Source: an optimization exercise on an open RTL-to-GDS flow (aim: small area, a short achievable clock period and few clock cycles per item). Production flows keep margins and buffers that such runs may drop.
The RTL was checked by simulation tests, not by an equivalence proof against the original design.

job 8384:
Design fpu_pipe_wrap, start of the top module:
module fpu_pipe_wrap #(
  parameter int TAG_W = 4
) (
  input  logic             clk,
  input  logic             rst,
  input  logic             in_valid,
  output logic             in_ready,
  input  logic [1:0]       in_opcode,
  input  logic             in_fmt,
  input  logic [31:0]      in_x,
  input  logic [31:0]      in_y,
  input  logic [TAG_W-1:0] in_tag,
  output logic             out_valid,
  input  logic             out_ready,
  output logic [31:0]      out_r,
  output logic [TAG_W-1:0] out_tag
);
  logic v, adv;
  assign adv       = !v || out_ready;
  assign in_ready  = !rst && adv;
  assign out_valid = v;
  always_ff @(posedge clk) begin
    if (rst)      v <= 1'b0;
    else if (adv) v <= in_valid;
  end
  logic [7:0]  ex, ey, d;
  logic [8:0]  dxy;
  logic        y_gt, x_lt, sub;
  logic [23:0] mx, my, mbig, msml;
  logic [26:0] sh;
  logic [27:0] r_add;
  logic        s_add;
  logic [7:0]  emax;
  assign ex   = in_x[30:23];
  assign ey   = in_y[30:23];
  assign mx   = (ex != 8'd0) ? {1'b1, in_x[22:0]} : 24'd0;
  assign my   = (ey != 8'd0) ? {1'b1, in_y[22:0]} : 24'd0;
  assign dxy  = {1'b0, ex} - {1'b0, ey};
  assign y_gt = dxy[8];
  assign d    = y_gt ? ey - ex : dxy[7:0];
  assign x_lt = in_x[30:0] < in_y[30:0];
  assign mbig = x_lt ? my : mx;
  assign msml = x_lt ? mx : my;
  assign emax = y_gt ? ey : ex;
  assign s_add = x_lt ? in_y[31] : in_x[31];
  assign sub  = in_x[31] ^ in_y[31];
  always_comb begin
    logic [26:0] t;
    t = {msml, 3'b000};
    for (int k = 0; k < 5; k++) begin
      if (d[k]) t = (t >> (1 << k)) | {26'd0, |(t & ((27'd1 << (1 << k)) - 27'd1))};
    end
    if (d[7:5] != 3'd0) t = {26'd0, |msml};
    sh = t;
  end
  assign r_add = sub ? {1'b0, {mbig, 3'b000} - sh} : {1'b0, mbig, 3'b000} + {1'b0, sh};
  logic [47:0] pa, pb, p;
  logic [27:0] r_mul;
  fpu_mul24_cs u_mul (
    .a  ({1'b1, in_x[22:0]}),
    .b  ({1'b1, in_y[22:0]}),
    .ra (pa),
    .rb (pb)
  );
  logic [20:0] ylow;
  logic        st_mul;
  always_comb begin
    ylow[0] = in_y[0];
    for (int k = 1; k < 21; k++) ylow[k] = ylow[k-1] | in_y[k];
  ...
clock: 32.0 ns
lec_check: 0
abc_area: 1
cap_margin: 20
core_margin: 2
core_utilization: 55
place_density: 0.75
slew_margin: 20
standard.sh (not shown) runs the stock make flow with config.mk's settings and CLKGATE_MAP_FILE= SYNTH_SCRIPT=/design/flow/synth_recipe.tcl, a recipe that flattens the netlist after the stock synthesis.
==> flow/flow/run.sh <==
#!/bin/bash
# Own layout flow: the standard ORFS flow (standard.sh) with two changes.
# 1. Synthesis maps with ABC for area only (map -a instead of map -B 0.9 in the area
#    script that ABC_AREA=1 selects); registers and everything else in synthesis are as
#    in the standard flow.
# 2. Stronger timing repair: the clock and the SDC are the design's; only the resizer's
#    setup target is raised (SETUP_SLACK_MARGIN), so repair_timing works on the longest
#    paths until their slack is that far above zero, and the ports get buf_2 buffers.
# Every tool's output goes to a log file in this folder.
set -e
cp -r "$FLOW_HOME/scripts" ./scripts_local
printf 'strash\ndch\nmap -a\ntopo\nstime -c\nbuffer -c\nupsize -c\ndnsize -c\n' > scripts_local/abc_area.script
cat scripts_local/abc_area.script > abc_script.log
export SCRIPTS_DIR="$PWD/scripts_local"
export SETUP_SLACK_MARGIN=18.8
export TNS_END_PERCENT=10
export BUFFER_PORTS_ARGS="-buffer_cell sky130_fd_sc_hd__buf_2"
bash standard.sh > standard_flow.log 2>&1
Testbench counts of job 8384, summed over its fixed seeds: cycles 32,008, items 32,000.
--- input diff job 8384..job 9119 ---
# job 8384
export LEC_CHECK = 0
export ABC_AREA = 1
export CAP_MARGIN = 20
export CORE_MARGIN = 2
export CORE_UTILIZATION = 55
export PLACE_DENSITY = 0.75
export SLEW_MARGIN = 20
create_clock -name core_clock -period 32.0 [get_ports {clk}]
# job 9119
export LEC_CHECK = 0
export ABC_AREA = 1
export CAP_MARGIN = 20
export CORE_MARGIN = 2
export CORE_UTILIZATION = 55
export SLEW_MARGIN = 20
create_clock -name core_clock -period 32.0 [get_ports {clk}]
--- a/flow/flow/run.sh
+++ b/flow/flow/run.sh
@@ -2,5 +2,5 @@
 # Own layout flow: the standard ORFS flow (standard.sh) with two changes.
-# 1. Synthesis maps with ABC for area only (map -a instead of map -B 0.9 in the area
-#    script that ABC_AREA=1 selects); registers and everything else in synthesis are as
-#    in the standard flow.
+# 1. Synthesis maps with ABC for area: flow/abc_area.script replaces ORFS's area script
+#    (which ABC_AREA=1 selects). Registers and every other synthesis step are as in the
+#    standard flow; the resizer later buffers and sizes the gates for timing.
 # 2. Stronger timing repair: the clock and the SDC are the design's; only the resizer's
@@ -11,3 +11,3 @@
 cp -r "$FLOW_HOME/scripts" ./scripts_local
-printf 'strash\ndch\nmap -a\ntopo\nstime -c\nbuffer -c\nupsize -c\ndnsize -c\n' > scripts_local/abc_area.script
+cp flow/abc_area.script scripts_local/abc_area.script
 cat scripts_local/abc_area.script > abc_script.log
==> flow/flow/abc_area.script (new file) <==
strash
dc2
dch
map -D 4000
topo
stime -c
buffer -c
upsize -c
dnsize -c
Notes after the runs:
- Looking at die span in x across job 9119 and job 8384, the one that comes out higher is job 8384.
- Relative to job 8384, job 9119 degrades final instance area.
- In job 9119, maximum operating frequency is lower than in job 8384.
#### Input delta (job 7828 over job 9119)
# job 9119
export LEC_CHECK = 0
export ABC_AREA = 1
export CAP_MARGIN = 20
export CORE_MARGIN = 2
export CORE_UTILIZATION = 55
export SLEW_MARGIN = 20
create_clock -name core_clock -period 32.0 [get_ports {clk}]
# job 7828
export LEC_CHECK = 0
export ABC_AREA = 1
export CAP_MARGIN = 20
export CORE_MARGIN = 2
export CORE_UTILIZATION = 55
export PLACE_DENSITY = 0.75
export SLEW_MARGIN = 20
create_clock -name core_clock -period 32.0 [get_ports {clk}]
==> flow/flow/run.sh <==
#!/bin/bash
# Own layout flow: the standard ORFS flow (standard.sh) with these changes.
# 1. Synthesis: before the fine step's quick ABC pass, full adders are extracted as the
#    RTL writes them (extract_fa -fa), so that pass cannot flip their polarity and leave
#    inverters between them; the later adder step then runs as usual. ABC maps for area
#    with flow/abc_area.script (map -a, no upsizing), which replaces ORFS's area script
#    (ABC_AREA=1 selects it). Registers and every other synthesis step are as in the
#    standard flow.
# 2. Stronger timing repair: the clock and the SDC are the design's; only the resizer's
#    setup target is raised (SETUP_SLACK_MARGIN), so repair_timing works on the longest
#    paths until their slack is that far above zero, and the ports get buf_2 buffers.
# Every tool's output goes to a log file in this folder (ORFS's own logs under orfs/logs).
set -e
cp -r "$FLOW_HOME/scripts" ./scripts_local
cp flow/abc_area.script scripts_local/abc_area.script
old='  synth -top $::env(DESIGN_NAME) -run fine: {*}$synth_full_args'
grep -qxF "$old" scripts_local/synth.tcl
awk -v old="$old" '
  $0 == old {
    print "  synth -top $::env(DESIGN_NAME) -run fine: -noabc {*}$synth_full_args"
    print "  extract_fa -fa"
    print "  abc -fast"
    print "  opt -fast"
    next
  }
  { print }' scripts_local/synth.tcl > scripts_local/synth.tcl.new
mv scripts_local/synth.tcl.new scripts_local/synth.tcl
grep -qxF "  extract_fa -fa" scripts_local/synth.tcl
diff "$FLOW_HOME/scripts/synth.tcl" scripts_local/synth.tcl > synth_tcl_patch.log || true
cat scripts_local/abc_area.script > abc_script.log
export SCRIPTS_DIR="$PWD/scripts_local"
export SETUP_SLACK_MARGIN=18.8
export TNS_END_PERCENT=10
export BUFFER_PORTS_ARGS="-buffer_cell sky130_fd_sc_hd__buf_2"
bash standard.sh > standard_flow.log 2>&1
==> flow/flow/abc_area.script <==
strash
dch
map -a
topo
stime -c
buffer -c
dnsize -c
==> run notes <==
- Job 9119 -> job 7828: number of buffers added on ports delta 0, exact match
- Job 7828 vs. job 9119: critical path's largest stage delay fell 0.26 ns; share of the yosys chip area belonging to registers has increased; maximum net fanout on the critical path now sits lower.
Relative to job 7828, the following input files were edited for job 429:
==> flow/flow/run.sh <==
#!/bin/bash
# Own layout flow: the standard ORFS flow (standard.sh) with two changes.
# 1. Synthesis maps with ABC for area only (map -a instead of map -B 0.9 in the area
#    script that ABC_AREA=1 selects); registers and everything else in synthesis are as
#    in the standard flow.
# 2. Stronger timing repair: the clock and the SDC are the design's; only the resizer's
#    setup target is raised (SETUP_SLACK_MARGIN), so repair_timing works on the longest
#    paths until their slack is that far above zero, and the ports get buf_2 buffers.
# Every tool's output goes to a log file in this folder.
set -e
cp -r "$FLOW_HOME/scripts" ./scripts_local
printf 'strash\ndch\nmap -a\ntopo\nstime -c\nbuffer -c\nupsize -c\ndnsize -c\n' > scripts_local/abc_area.script
cat scripts_local/abc_area.script > abc_script.log
export SCRIPTS_DIR="$PWD/scripts_local"
export SETUP_SLACK_MARGIN=18.5
export TNS_END_PERCENT=0
export BUFFER_PORTS_ARGS="-buffer_cell sky130_fd_sc_hd__buf_2"
bash standard.sh > standard_flow.log 2>&1
removed: flow/flow/abc_area.script
--- outcome ---
Job 429 finished every step from synthesis to the final layout, and the layout passed the timing, DRC and antenna checks.
Job 7828: full flow OK, the timing, DRC and antenna checks passed
Compared to job 7828, the routing of job 429 uses less wire.
Diff job 7828 and job 429: fraction of final layout cells with drive strength greater than 1 higher in job 7828
Against job 7828, job 429 comes in 550 higher on number of fill cells in the layout.
Per the comparison of job 429 with job 7828, share of cell area taken by muxes after synthesis did not really move.


fpu_pipe_wrap again, from the RTL that the note above started with.
// fpu_pipe_wrap
module fpu_pipe_wrap #(
  parameter int TAG_W = 4
) (
  input  logic             clk,
  input  logic             rst,
  input  logic             in_valid,
  output logic             in_ready,
  input  logic [1:0]       in_opcode,
  input  logic             in_fmt,
  input  logic [31:0]      in_x,
  input  logic [31:0]      in_y,
  input  logic [TAG_W-1:0] in_tag,
  output logic             out_valid,
  input  logic             out_ready,
  output logic [31:0]      out_r,
  output logic [TAG_W-1:0] out_tag
);
==> flow/config.mk <==
export PLATFORM = sky130hd
export DESIGN_NAME = fpu_pipe_wrap
export DESIGN_NICKNAME = fpu_pipe_wrap
export VERILOG_FILES = /design/flow/design.v
export SDC_FILE = /design/flow/constraint.sdc
export NUM_CORES = 4
export LEC_CHECK = 0
export ABC_AREA = 1
export CAP_MARGIN = 20
export CORE_MARGIN = 2
export CORE_UTILIZATION = 55
export SLEW_MARGIN = 20
==> flow/constraint.sdc <==
create_clock -name core_clock -period 32.0 [get_ports {clk}]
set_input_delay 6.4000 -clock core_clock [delete_from_list [all_inputs] [get_ports {clk}]]
set_output_delay 6.4000 -clock core_clock [all_outputs]
set_load 0.01 [all_outputs]
==> flow/flow/run.sh <==
#!/bin/bash
# Own layout flow: the standard ORFS flow (standard.sh) with two changes.
# 1. Synthesis maps with ABC for area: flow/abc_area.script replaces ORFS's area script
#    (which ABC_AREA=1 selects). Registers and every other synthesis step are as in the
#    standard flow; the resizer later buffers and sizes the gates for timing.
# 2. Stronger timing repair: the clock and the SDC are the design's; only the resizer's
#    setup target is raised (SETUP_SLACK_MARGIN), so repair_timing works on the longest
#    paths until their slack is that far above zero, and the ports get buf_2 buffers.
# Every tool's output goes to a log file in this folder.
set -e
cp -r "$FLOW_HOME/scripts" ./scripts_local
cp flow/abc_area.script scripts_local/abc_area.script
cat scripts_local/abc_area.script > abc_script.log
export SCRIPTS_DIR="$PWD/scripts_local"
export SETUP_SLACK_MARGIN=18.8
export TNS_END_PERCENT=10
export BUFFER_PORTS_ARGS="-buffer_cell sky130_fd_sc_hd__buf_2"
bash standard.sh > standard_flow.log 2>&1
==> flow/flow/abc_area.script <==
strash
dc2
dch
map -a
topo
stime -c
buffer -c
upsize -c
dnsize -c
The baseline completed with no timing, DRC or antenna violations.
Testbench counts at the start, summed over its fixed seeds: cycles 32,008, items 32,000.
Rerun with:
--- a/flow/flow/run.sh
+++ b/flow/flow/run.sh
@@ -2,4 +2,7 @@
-# Own layout flow: the standard ORFS flow (standard.sh) with two changes.
-# 1. Synthesis maps with ABC for area: flow/abc_area.script replaces ORFS's area script
-#    (which ABC_AREA=1 selects). Registers and every other synthesis step are as in the
-#    standard flow; the resizer later buffers and sizes the gates for timing.
+# Own layout flow: the standard ORFS flow (standard.sh) with these changes.
+# 1. Synthesis: before the fine step's quick ABC pass, full adders are extracted as the
+#    RTL writes them (extract_fa -fa), so that pass cannot flip their polarity and leave
+#    inverters between them; the later adder step then runs as usual. ABC maps for area
+#    with flow/abc_area.script (map -a, no upsizing), which replaces ORFS's area script
+#    (ABC_AREA=1 selects it). Registers and every other synthesis step are as in the
+#    standard flow.
@@ -9 +12 @@
-# Every tool's output goes to a log file in this folder.
+# Every tool's output goes to a log file in this folder (ORFS's own logs under orfs/logs).
@@ -12,0 +16,17 @@
+old='  synth -top $::env(DESIGN_NAME) -run fine: {*}$synth_full_args'
+grep -qxF "$old" scripts_local/synth.tcl
+awk -v old="$old" '
+  $0 == old {
+    print "  synth -top $::env(DESIGN_NAME) -run fine: -noabc {*}$synth_full_args"
+    print "  extract_fa -fa"
+    print "  abc -fast"
+    print "  opt -fast"
+    next
+  }
+  { print }' scripts_local/synth.tcl > scripts_local/synth.tcl.new
+mv scripts_local/synth.tcl.new scripts_local/synth.tcl
+# the adder step extracts full adders only (half adders stay plain logic for ABC)
+sed -i 's/^  extract_fa {\*}\[dont_use_extract_fa_args\]$/  extract_fa -fa/' scripts_local/synth.tcl
+grep -qxF "  extract_fa -fa" scripts_local/synth.tcl
+grep -qxF "  extract_fa -fa" scripts_local/synth.tcl
+diff "$FLOW_HOME/scripts/synth.tcl" scripts_local/synth.tcl > synth_tcl_patch.log || true
==> flow/flow/abc_area.script (replaced) <==
strash
dch
map -a
topo
stime -c
buffer -c
dnsize -c
Settings changed: PLACE_DENSITY set to 0.75.
The changed run finished with timing, DRC and antenna clean.
Clock-buffer cell count is unchanged.
Worst setup slack improves by 1.8 ns.
Cell area came out lower by 7.3%.
Routed wire length came out lower by 9.4%.
Global-route usage came out lower by 3.4 points.
Critical path depth came out lower by 54.
Non-clock buffer count came out lower by 103.
Utilization came out lower by 1.5 points.
Maximum frequency came out higher by 14%.
Via count stays flat.

[re-timing with driven ports]
Ports are ideal in the flow. The routed layouts listed here were re-timed in OpenROAD. Step 1: set_driving_cell puts a clkbuf_16 on clk and a buf_2 on each other input, an assumption about the parent block. Step 2 moves the port delays by t, midway between the first and last clock arrival at a register: inputs arrive t later, outputs are due t later. That takes back most of the time a late clock gives input paths. Three values: ideal, step 1, step 2; two values: the first two.
| run | t (ns) | slack for setup (ns) | hold WS [ns] | slew at the worst register clock pin (ns) |
|---|---|---|---|---|
| job 8384 | 0.330 | 18.820 / 18.799 / 18.611 | 1.247 / 1.247 / 1.247 | 0.07 / 0.07 |
| job 9119 | 0.330 | 18.330 / 18.274 / 17.945 | 0.991 / 0.991 / 0.991 | 0.07 / 0.07 |
| job 7828 | 0.335 | 18.822 / 18.798 / 18.648 | 0.744 / 0.744 / 0.744 | 0.07 / 0.07 |
| job 429 | 0.333 | 18.689 / 18.709 / 18.377 | 1.238 / 1.238 / 1.238 | 0.07 / 0.07 |
| the first run of note 2 | 0.326 | 17.004 / 16.865 / 16.539 | 1.058 / 1.058 / 1.058 | 0.07 / 0.07 |
| the second run of note 2 | 0.331 | 18.803 / 18.785 / 18.520 | 0.966 / 0.966 / 0.966 | 0.08 / 0.08 |
After both steps setup and hold are still met in every run listed. The setup slack of the first run of note 2, which loses most, moves by -0.139 ns with the drivers and by -0.465 ns with both steps.
